This is an optimization exercise on Yosys and OpenROAD, whose aim is small area, a short achievable clock period and few clock cycles per item, not a production implementation. In this exercise RTL edits were held to simulation tests only and were not proved equivalent to the original. Power is estimated from default activity; no workload was simulated.

## gps_synced_time_of_day_clock_top
module gps_synced_time_of_day_clock_top (
  input  wire logic        clk,
  input  wire logic        rst_n,
  input  wire logic        in_tvalid,
  output logic             in_tready,
  input  wire logic [7:0]  in_tdata,    
  input  wire logic [1:0]  in_tuser,    
  output logic             out_tvalid,
  input  wire logic        out_tready,
  output logic [79:0]      out_tdata,
  input  wire logic        cfg_psel,
  input  wire logic        cfg_penable,
  input  wire logic        cfg_pwrite,
  input  wire logic [2:0]  cfg_paddr,
  input  wire logic [31:0] cfg_pwdata,
  output logic [31:0]      cfg_prdata,
  output logic             cfg_pready
);
  logic            in_valid_r;
  gtod_pkg::op_t   in_op_r;
  logic [7:0]      in_byte_r;
  logic [4:0]      utc_offset_r;
  logic [7:0]      report_interval_r;
  logic [7:0]      rdata_r;
  logic            advance;
  logic            out_valid_nxt;
  logic            cfg_wr;
  gtod_pkg::load_t load;
  assign cfg_pready = 1'b1;
  assign cfg_wr     = cfg_psel && cfg_penable && cfg_pwrite;
  assign advance    = in_valid_r;
  always_ff @(posedge clk) begin
    in_tready <= rst_n && !out_valid_nxt
                 && !(in_tvalid && in_tready && in_tuser == gtod_pkg::OP_PPS)
                 && !(cfg_psel && !cfg_penable && cfg_pwrite);
  ...
Size: ~1200 cells after synthesis, ~170 I/O pins.
==> flow/config.mk <==
export PLATFORM = sky130hd
export DESIGN_NAME = gps_synced_time_of_day_clock_top
export DESIGN_NICKNAME = gps_synced_time_of_day_clock_top
export VERILOG_FILES = /design/flow/design.v
export SDC_FILE = /design/flow/constraint.sdc
export NUM_CORES = 4
export LEC_CHECK = 0
export ABC_AREA = 1
export CAP_MARGIN = 20
export CORE_MARGIN = 2
export CORE_UTILIZATION = 40
export CTS_BUF_LIST = sky130_fd_sc_hd__clkbuf_8
export PLACE_DENSITY = 0.75
export SETUP_SLACK_MARGIN = 4.58
export SLEW_MARGIN = 20
==> flow/constraint.sdc <==
create_clock -name core_clock -period 7.0 [get_ports {clk}]
set_input_delay 1.4000 -clock core_clock [delete_from_list [all_inputs] [get_ports {clk}]]
set_output_delay 1.4000 -clock core_clock [all_outputs]
set_load 0.01 [all_outputs]
standard.sh (not shown) runs the stock make flow with config.mk's settings and CLKGATE_MAP_FILE= SYNTH_SCRIPT=/design/flow/synth_recipe.tcl, a recipe that flattens the netlist after the stock synthesis.
==> flow/flow/run.sh <==
#!/bin/bash
# Standard layout with two changes: plain buf_1 cells as port buffers (instead of the
# default delay buffers), and a clock tree of clkbuf_8 cells under a clkbuf_16 root,
# without dummy loads. ORFS writes each step's log under orfs/logs; standard.log has the rest.
set -euo pipefail
export BUFFER_PORTS_ARGS="-buffer_cell sky130_fd_sc_hd__buf_1"
export CTS_ARGS="-sink_clustering_enable -repair_clock_nets -dont_use_dummy_load -buf_list sky130_fd_sc_hd__clkbuf_8 -root_buf sky130_fd_sc_hd__clkbuf_16"
bash standard.sh > standard.log 2>&1
Testbench counts at the start, summed over its fixed seeds: cycles 78,482, items 78,338.
Rerun with:
==> flow/flow/run.sh (replaced) <==
#!/bin/bash
# Standard layout with two changes: plain buf_1 cells as port buffers (instead of the
# default delay buffers), and a clock tree of clkbuf_8 cells without dummy loads.
set -euo pipefail
export BUFFER_PORTS_ARGS="-buffer_cell sky130_fd_sc_hd__buf_1"
export CTS_ARGS="-sink_clustering_enable -repair_clock_nets -dont_use_dummy_load -buf_list sky130_fd_sc_hd__clkbuf_8"
bash standard.sh > standard.log 2>&1
--- a/flow/config.mk
+++ b/flow/config.mk
@@ -12,4 +12,3 @@
 export CTS_BUF_LIST = sky130_fd_sc_hd__clkbuf_8
-export PLACE_DENSITY = 0.75
-export SETUP_SLACK_MARGIN = 4.58
+export SETUP_SLACK_MARGIN = 4.65
 export SLEW_MARGIN = 20
After rerunning:
- cell count increases by a few percent
- sequential share of layout area decreases by 1.9 points
- combinational power barely changes
- hold slack gets worse by 0.014 ns
- die area stays the same
- total power shrinks slightly
Rerun with:
==> flow/flow/run.sh (replaced) <==
#!/bin/bash
# Standard layout with two changes: plain buf_1 cells as port buffers (instead of the
# default delay buffers), and a clock tree of clkbuf_8 cells under a clkbuf_16 root,

set -euo pipefail
export BUFFER_PORTS_ARGS="-buffer_cell sky130_fd_sc_hd__buf_1"
export CTS_ARGS="-sink_clustering_enable -repair_clock_nets -dont_use_dummy_load -buf_list sky130_fd_sc_hd__clkbuf_8 -root_buf sky130_fd_sc_hd__clkbuf_16"
bash standard.sh > standard.log 2>&1
--- a/flow/config.mk
+++ b/flow/config.mk
@@ -12,3 +12,3 @@
 export CTS_BUF_LIST = sky130_fd_sc_hd__clkbuf_8
-export SETUP_SLACK_MARGIN = 4.65
+export SETUP_SLACK_MARGIN = 4.66
 export SLEW_MARGIN = 20
What happened: The changed run passed the timing, DRC and antenna checks; power grows by 1.3%; wire length shrinks by 2.8%; worst setup slack improves by 0.023 ns; worst hold slack stays flat; cell area shrinks by 7.4%; die area is unchanged; sequential share of layout area grows by 2.2 points; core utilization shrinks by 3.9 points.
Rerun with:
--- a/flow/flow/run.sh
+++ b/flow/flow/run.sh
@@ -3,5 +3,5 @@
 # default delay buffers), and a clock tree of clkbuf_8 cells under a clkbuf_16 root,
-
+# without dummy loads. ORFS writes each step's log under orfs/logs; standard.log has the rest.
 set -euo pipefail
-export BUFFER_PORTS_ARGS="-buffer_cell sky130_fd_sc_hd__buf_1"
+export BUFFER_PORTS_ARGS="-buffer_cell sky130_fd_sc_hd__buf_2"
 export CTS_ARGS="-sink_clustering_enable -repair_clock_nets -dont_use_dummy_load -buf_list sky130_fd_sc_hd__clkbuf_8 -root_buf sky130_fd_sc_hd__clkbuf_16"
--- a/flow/config.mk
+++ b/flow/config.mk
@@ -12,3 +12,3 @@
 export CTS_BUF_LIST = sky130_fd_sc_hd__clkbuf_8
-export SETUP_SLACK_MARGIN = 4.66
+export SETUP_SLACK_MARGIN = 4.58
 export SLEW_MARGIN = 20
Result: Power is about the same; via count climbs by 0.64%; non-clock buffer count falls by 5; die area is unchanged; worst hold slack got worse by 0.0060 ns; routed wire length fell by 1.9%; sequential share of layout area drops by 0.60 points; global-route usage shrinks by 0.35 points; maximum frequency drops by 3.0%.

-- what the ideal ports hide --
The flow's constraints put no driver on any port. The routed layouts listed below were extracted and timed again, unchanged, in two steps.
Step 1 (the two cells are an assumption about what drives the block):
set clk [get_ports {clk}]
set_driving_cell -lib_cell sky130_fd_sc_hd__clkbuf_16 $clk
set_driving_cell -lib_cell sky130_fd_sc_hd__buf_2 [delete_from_list [all_inputs] $clk]
Step 2 times the ports against the registers' clock, not the clock port: input delays grow and output delays shrink by t, the midpoint of the rising clock arrivals with the driver on.
Three values: ideal ports, drivers, drivers and shift; two values: the first two.
run	t, ns	slack for setup (ns)	latest minus earliest clock arrival (ns)	worst register clock-pin slew, ns	worst slew at a driven data input, ns
the first run	0.411	4.611 / 4.571 / 4.254	0.032 / 0.031	0.09 / 0.09	0.06
the second run	0.478	4.670 / 4.629 / 4.301	0.042 / 0.043	0.10 / 0.10	0.05
the third run	0.407	4.693 / 4.652 / 4.365	0.038 / 0.039	0.10 / 0.10	0.05
the fourth run	0.407	4.622 / 4.578 / 4.281	0.026 / 0.025	0.09 / 0.09	0.06
After both steps every run listed still meets setup and hold. For the second run, which loses most, drivers alone change the setup slack by -0.041 ns; drivers and shift together by -0.369 ns.
